Background: an optimization exercise with open tools, aiming at small area. Do not read the settings as production practice. The RTL was checked by simulation tests, not by an equivalence proof against the original design. No activity file was given, so power comes from the tool's default toggle rates.

== build 10 ==
## processor
module processor (
    input  wire logic             clock_i,
    input  wire logic             reset_i,
    output logic [XLEN-1:0]       imem_addr_o,
    input  wire logic [XLEN-1:0]  imem_data_i,
    output logic [XLEN-1:0]       dmem_addr_o,
    output logic [XLEN-1:0]       dmem_wdata_o,
    output logic                  dmem_wren_o,
    input  wire logic [XLEN-1:0]  dmem_rdata_i,
    output logic                  rf_write_en_o,
    output logic [REG_W-1:0]      rf_write_reg_o,
    output logic [XLEN-1:0]       rf_write_data_o,
    output logic [REG_W-1:0]      rf_read_reg_a_o,
    output logic [REG_W-1:0]      rf_read_reg_b_o,
    input  wire logic [XLEN-1:0]  rf_read_data_a_i,
    input  wire logic [XLEN-1:0]  rf_read_data_b_i
);
    localparam logic [1:0] S_E = 2'd0;
    localparam logic [1:0] S_W = 2'd1;
    localparam logic [1:0] S_P = 2'd2;
    localparam logic [1:0] S_M = 2'd3;
    logic [1:0]  st_q;
    logic [31:0] pc_q;
    logic [31:0] r_q;     
    logic [1:0]  cnt_q;   
    logic        cy_q;    
    logic        ne_q;    
    logic        tk_q;    
    logic        jmp_q;   
    logic [4:0] opc, fn, shamt, rd, rs, rt;
    logic       is_rtype, is_j, is_bne, is_blt, is_addi, is_sw, is_lw;
    logic       is_shift, right, use_imm, sub;
    assign opc   = imem_data_i[31:27];
    assign rd    = imem_data_i[26:22];
    assign rs    = imem_data_i[21:17];
  ...
==> flow/config.mk <==
export PLATFORM = sky130hd
export DESIGN_NAME = processor
export DESIGN_NICKNAME = processor
export VERILOG_FILES = /design/flow/design.v
export SDC_FILE = /design/flow/constraint.sdc
export NUM_CORES = 4
export LEC_CHECK = 0
export ABC_AREA = 1
export ABC_CLOCK_PERIOD_IN_PS = 5000
export CAP_MARGIN = 20
export CORE_MARGIN = 2
export CORE_UTILIZATION = 40
export CTS_BUF_LIST = sky130_fd_sc_hd__clkbuf_8
export SLEW_MARGIN = 20
==> flow/constraint.sdc <==
create_clock -name core_clock -period 7.0 [get_ports {clock_i}]
set_input_delay 1.4000 -clock core_clock [delete_from_list [all_inputs] [get_ports {clock_i}]]
set_output_delay 1.4000 -clock core_clock [all_outputs]
set_load 0.01 [all_outputs]
standard.sh (not shown) runs the stock make flow with config.mk's settings and CLKGATE_MAP_FILE= SYNTH_SCRIPT=/design/flow/synth_recipe.tcl, a recipe that flattens the netlist after the stock synthesis.
==> flow/flow/run.sh <==
#!/bin/bash
# Own layout flow: the standard flow (standard.sh), with two changes to
# how the layout is made:
#  - ABC maps the logic for area alone (abc_area.script beside this file),
#    leaving timing to OpenROAD's repair after placement;
#  - the port buffers placed on every input and output are buf_1 cells.
# Every tool's output goes to the log files ORFS writes under orfs/logs, and
# standard.sh's own output to standard.log in the work folder.
set -euo pipefail
W=$(pwd)
rm -rf "$W/scripts"
cp -r "$FLOW_HOME/scripts" "$W/scripts"
cp "$W/flow/abc_area.script" "$W/scripts/abc_area.script"
export SCRIPTS_DIR="$W/scripts"
export BUFFER_PORTS_ARGS="-buffer_cell sky130_fd_sc_hd__buf_1"
export ADDER_MAP_FILE=
bash standard.sh > "$W/standard.log" 2>&1
==> flow/flow/abc_area.script <==
strash
dc2
dc2
dch -f
amap
strash
dc2
dch -f
amap
topo
stime -c
upsize -c
dnsize -c
stime -c
The following lists how build 42 was set up differently from build 10:
# build 10
export LEC_CHECK = 0
export ABC_AREA = 1
export ABC_CLOCK_PERIOD_IN_PS = 5000
export CAP_MARGIN = 20
export CORE_MARGIN = 2
export CORE_UTILIZATION = 40
export CTS_BUF_LIST = sky130_fd_sc_hd__clkbuf_8
export SLEW_MARGIN = 20
create_clock -name core_clock -period 7.0 [get_ports {clock_i}]
# build 42
export LEC_CHECK = 0
export ABC_AREA = 1
export CAP_MARGIN = 20
export CORE_MARGIN = 2
export CORE_UTILIZATION = 40
export SLEW_MARGIN = 20
create_clock -name core_clock -period 7.0 [get_ports {clock_i}]
diff --git a/flow/flow/run.sh b/flow/flow/run.sh
--- a/flow/flow/run.sh
+++ b/flow/flow/run.sh
@@ -16,2 +16,3 @@
 export ADDER_MAP_FILE=
+export CTS_ARGS="-sink_clustering_enable -repair_clock_nets -buf_list sky130_fd_sc_hd__clkbuf_4 -root_buf sky130_fd_sc_hd__clkbuf_16"
 bash standard.sh > "$W/standard.log" 2>&1
==> flow/flow/abc_area.script <==
strash
dc2
dc2
dch -f
amap
topo
stime -c
Internal power contribution is higher on build 42
The fraction of the cycle the final worst path needs of build 42 is higher than that of build 10.
In the flow results for build 10 and build 42, the non-clock buffer count is larger on build 42.
On total power draw: between build 10 and build 42, it ends up higher for build 42.
The fmax in build 42 sits about 1.2% below the value recorded for build 10.
Delta (build 42 minus build 10): routed wire length moved up, worst hold slack level, cell area moved up.
What build 51 does differently from build 42 at the input level:
# build 42
export LEC_CHECK = 0
export ABC_AREA = 1
export CAP_MARGIN = 20
export CORE_MARGIN = 2
export CORE_UTILIZATION = 40
export SLEW_MARGIN = 20
create_clock -name core_clock -period 7.0 [get_ports {clock_i}]
# build 51
export LEC_CHECK = 0
export ABC_AREA = 1
export ABC_CLOCK_PERIOD_IN_PS = 5000
export CAP_MARGIN = 20
export CORE_MARGIN = 2
export CORE_UTILIZATION = 45
export CTS_BUF_LIST = sky130_fd_sc_hd__clkbuf_8
export SLEW_MARGIN = 20
create_clock -name core_clock -period 7.0 [get_ports {clock_i}]
==> flow/flow/run.sh <==
#!/bin/bash
# Own layout flow: the standard flow (standard.sh) on the same design,
# clock, constraints and registers, with these changes to how the layout is
# made:
#  - ABC maps the logic for area (abc_area.script beside this file: two
#    rounds of restructuring and area mapping, then ABC's own gate sizing),
#    instead of ORFS's delay-oriented script; OpenROAD's repair then fixes
#    timing after placement as usual;
#  - no adder cells are extracted before ABC (ADDER_MAP_FILE empty), so the
#    adder logic is mapped with the rest;
#  - the buffer placed on every input and output port is a buf_1 cell.
# Synthesis is otherwise ORFS's own (synth_recipe.tcl through standard.sh),
# so the registers keep the standard synthesis's names and cell types.
# Every tool's output goes to the log files ORFS writes under orfs/logs, and
# standard.sh's own output to standard.log in the work folder.
set -euo pipefail
W=$(pwd)
rm -rf "$W/scripts"
cp -r "$FLOW_HOME/scripts" "$W/scripts"
cp "$W/flow/abc_area.script" "$W/scripts/abc_area.script"
export SCRIPTS_DIR="$W/scripts"
export BUFFER_PORTS_ARGS="-buffer_cell sky130_fd_sc_hd__buf_1"
export ADDER_MAP_FILE=
bash standard.sh > "$W/standard.log" 2>&1
==> flow/flow/abc_area.script <==
strash
dc2
dc2
dch -f
amap
strash
dc2
dch -f
amap
topo
stime -c
upsize -c
dnsize -c
stime -c
### Flow results
Build 51 was carried through to the last stage, and its layout satisfied the timing, DRC and antenna checks.
The multi-input gate area in the final layout number comes out higher for build 42 vs build 51.
As of build 51, routed via count had fallen by a few percent compared to build 42.
The higher number of instances in the synthesized netlist of build 51 and build 42 is in build 51.
Diff build 42 -> build 51: global-route wire length before repair climbed 1.3%; non-clock buffering overhead in the final layout down 1.6 points.
#### Input delta (build 23 over build 51)
# build 51
export LEC_CHECK = 0
export ABC_AREA = 1
export ABC_CLOCK_PERIOD_IN_PS = 5000
export CAP_MARGIN = 20
export CORE_MARGIN = 2
export CORE_UTILIZATION = 45
export CTS_BUF_LIST = sky130_fd_sc_hd__clkbuf_8
export SLEW_MARGIN = 20
create_clock -name core_clock -period 7.0 [get_ports {clock_i}]
# build 23
export LEC_CHECK = 0
export ABC_AREA = 1
export CAP_MARGIN = 20
export CORE_MARGIN = 2
export CORE_UTILIZATION = 40
export CTS_BUF_LIST = sky130_fd_sc_hd__clkbuf_8
export SLEW_MARGIN = 20
create_clock -name core_clock -period 7.0 [get_ports {clock_i}]
==> flow/flow/run.sh <==
#!/bin/bash
# Own layout flow: the standard flow (standard.sh), with two changes to
# how the layout is made:
#  - ABC maps the logic for area alone (abc_area.script beside this file),
#    leaving timing to OpenROAD's repair after placement;
#  - the port buffers placed on every input and output are buf_1 cells.
# Every tool's output goes to the log files ORFS writes under orfs/logs, and
# standard.sh's own output to standard.log in the work folder.
set -euo pipefail
W=$(pwd)
rm -rf "$W/scripts"
cp -r "$FLOW_HOME/scripts" "$W/scripts"
cp "$W/flow/abc_area.script" "$W/scripts/abc_area.script"
export SCRIPTS_DIR="$W/scripts"
export BUFFER_PORTS_ARGS="-buffer_cell sky130_fd_sc_hd__buf_1"
export ADDER_MAP_FILE=
bash standard.sh > "$W/standard.log" 2>&1
==> flow/flow/abc_area.script <==
strash
dc2
dc2
dch -f
amap
topo
stime -c
==> comparison <==
- Delta(height of the chip, build 23 - build 51) > 0
- Compared with build 51, build 23 shows a global-route usage that is 1.4 points lower.
- Delta(final critical delay including setup and external delays, build 23 - build 51) < 0
- For the worst-path maximum fanout, build 23 came in 6 lower than build 51 did.
Modified inputs, build 17 compared to build 23
# build 23
export LEC_CHECK = 0
export ABC_AREA = 1
export CAP_MARGIN = 20
export CORE_MARGIN = 2
export CORE_UTILIZATION = 40
export CTS_BUF_LIST = sky130_fd_sc_hd__clkbuf_8
export SLEW_MARGIN = 20
create_clock -name core_clock -period 7.0 [get_ports {clock_i}]
# build 17
export LEC_CHECK = 0
export ABC_AREA = 1
export ABC_CLOCK_PERIOD_IN_PS = 5000
export CAP_MARGIN = 20
export CORE_MARGIN = 2
export CORE_UTILIZATION = 40
export CTS_BUF_LIST = sky130_fd_sc_hd__clkbuf_8
export SLEW_MARGIN = 20
create_clock -name core_clock -period 7.0 [get_ports {clock_i}]
diff --git a/flow/flow/run.sh b/flow/flow/run.sh
--- a/flow/flow/run.sh
+++ b/flow/flow/run.sh
@@ -16,2 +16,3 @@
 export ADDER_MAP_FILE=
+export CTS_ARGS="-sink_clustering_enable -repair_clock_nets -buf_list sky130_fd_sc_hd__clkbuf_16 -sink_clustering_size 80 -sink_clustering_max_diameter 500 -sink_clustering_levels 1"
 bash standard.sh > "$W/standard.log" 2>&1
==> flow/flow/abc_area.script <==
strash
dc2
dc2
dch -f
amap
topo
stime -c
upsize -c
dnsize -c
stime -c
### Flow results
A start point of the critical path of imem_data_i[28] is what build 23 shows, while imem_data_i[29] belongs to build 17. Sequential group power essentially unchanged between build 17 and build 23. Build 17 vs build 23: sequential share of layout area down in build 17. Relative to build 23, the wire length on met2 measured on build 17 has decreased by a little under 10%. Going from build 23 to build 17, global-route wire length before repair now sits at about the same level, mapped cell area saw an increase, setup slack has increased.
## Diff of input files: build 76 against build 17
# build 17
export LEC_CHECK = 0
export ABC_AREA = 1
export ABC_CLOCK_PERIOD_IN_PS = 5000
export CAP_MARGIN = 20
export CORE_MARGIN = 2
export CORE_UTILIZATION = 40
export CTS_BUF_LIST = sky130_fd_sc_hd__clkbuf_8
export SLEW_MARGIN = 20
create_clock -name core_clock -period 7.0 [get_ports {clock_i}]
# build 76
export LEC_CHECK = 0
export ABC_AREA = 1
export ABC_CLOCK_PERIOD_IN_PS = 5000
export CAP_MARGIN = 20
export CORE_MARGIN = 2
export CORE_UTILIZATION = 50
export CTS_BUF_LIST = sky130_fd_sc_hd__clkbuf_8
export SLEW_MARGIN = 20
create_clock -name core_clock -period 7.0 [get_ports {clock_i}]
diff --git a/flow/flow/run.sh b/flow/flow/run.sh
--- a/flow/flow/run.sh
+++ b/flow/flow/run.sh
@@ -16,3 +16,2 @@
 export ADDER_MAP_FILE=
-export CTS_ARGS="-sink_clustering_enable -repair_clock_nets -buf_list sky130_fd_sc_hd__clkbuf_16 -sink_clustering_size 80 -sink_clustering_max_diameter 500 -sink_clustering_levels 1"
 bash standard.sh > "$W/standard.log" 2>&1
==> flow/flow/abc_area.script <==
strash
dc2
dc2
dch -f
amap
strash
dc2
dch -f
amap
topo
stime -c
upsize -c
dnsize -c
stime -c
--- outcome ---
- In the flow results for build 76 and build 17, the gate count of the mapped netlist is smaller on build 17.
- Re critical path depth: build 76 and build 17 aren't equal, and the higher value belongs to build 76.
- In build 76 relative to build 17, routed length on met3 had gone down by more than 10%.
- Of build 76 and build 17, build 76 shows the higher utilization, with build 17 below it.
- Area of the core ends up higher on build 17.
- Build 76 drops more vias than build 17.
- NOTE: total non-filler cell area in the finished layout in build 76 falls short of that of build 17
- Build 76: no failed stages, no open violations at the end
- Re sequential portion of the cell area: build 17 was lower than build 76.
- Count of clock-buffer cells in the layout for build 76: 1 up relative to build 17

==> port drivers added, routing unchanged <==
The flow's constraints put no driver on any port. The routed layouts listed below were extracted and timed again, unchanged, in two steps.
Step 1 (the two cells are an assumption about what drives the block):
set clk [get_ports {clock_i}]
set_driving_cell -lib_cell sky130_fd_sc_hd__clkbuf_16 $clk
set_driving_cell -lib_cell sky130_fd_sc_hd__buf_2 [delete_from_list [all_inputs] $clk]
Step 2, shift: input delay + t, output delay - t, t = (earliest + latest rising clock arrival at the registers) / 2. This alone moves slack from input paths to output paths.
Slacks: no drivers / after step 1 / after step 2; pairs: no drivers / after step 1.
run	t, ns	setup WS [ns]	worst setup path at the end	latest minus earliest clock arrival (ns)	worst register clock-pin slew, ns
build 10	0.384	0.646 / 0.632 / 0.248	input to register	0.012 / 0.011	0.08 / 0.08
build 42	0.380	0.566 / 0.582 / 0.203	input to register	0.009 / 0.009	0.06 / 0.06
build 51	0.391	0.497 / 0.508 / 0.117	input to register	0.012 / 0.013	0.09 / 0.09
build 23	0.400	0.545 / 0.557 / 0.156	input to register	0.013 / 0.013	0.09 / 0.09
build 17	0.374	0.625 / 0.646 / 0.272	input to register	0.009 / 0.010	0.06 / 0.06
build 76	0.387	0.425 / 0.438 / 0.051	input to register	0.013 / 0.014	0.09 / 0.09
After both steps setup and hold are still met in every run listed. For build 10, which loses most, drivers alone change the setup slack by -0.014 ns; drivers and shift together by -0.398 ns.
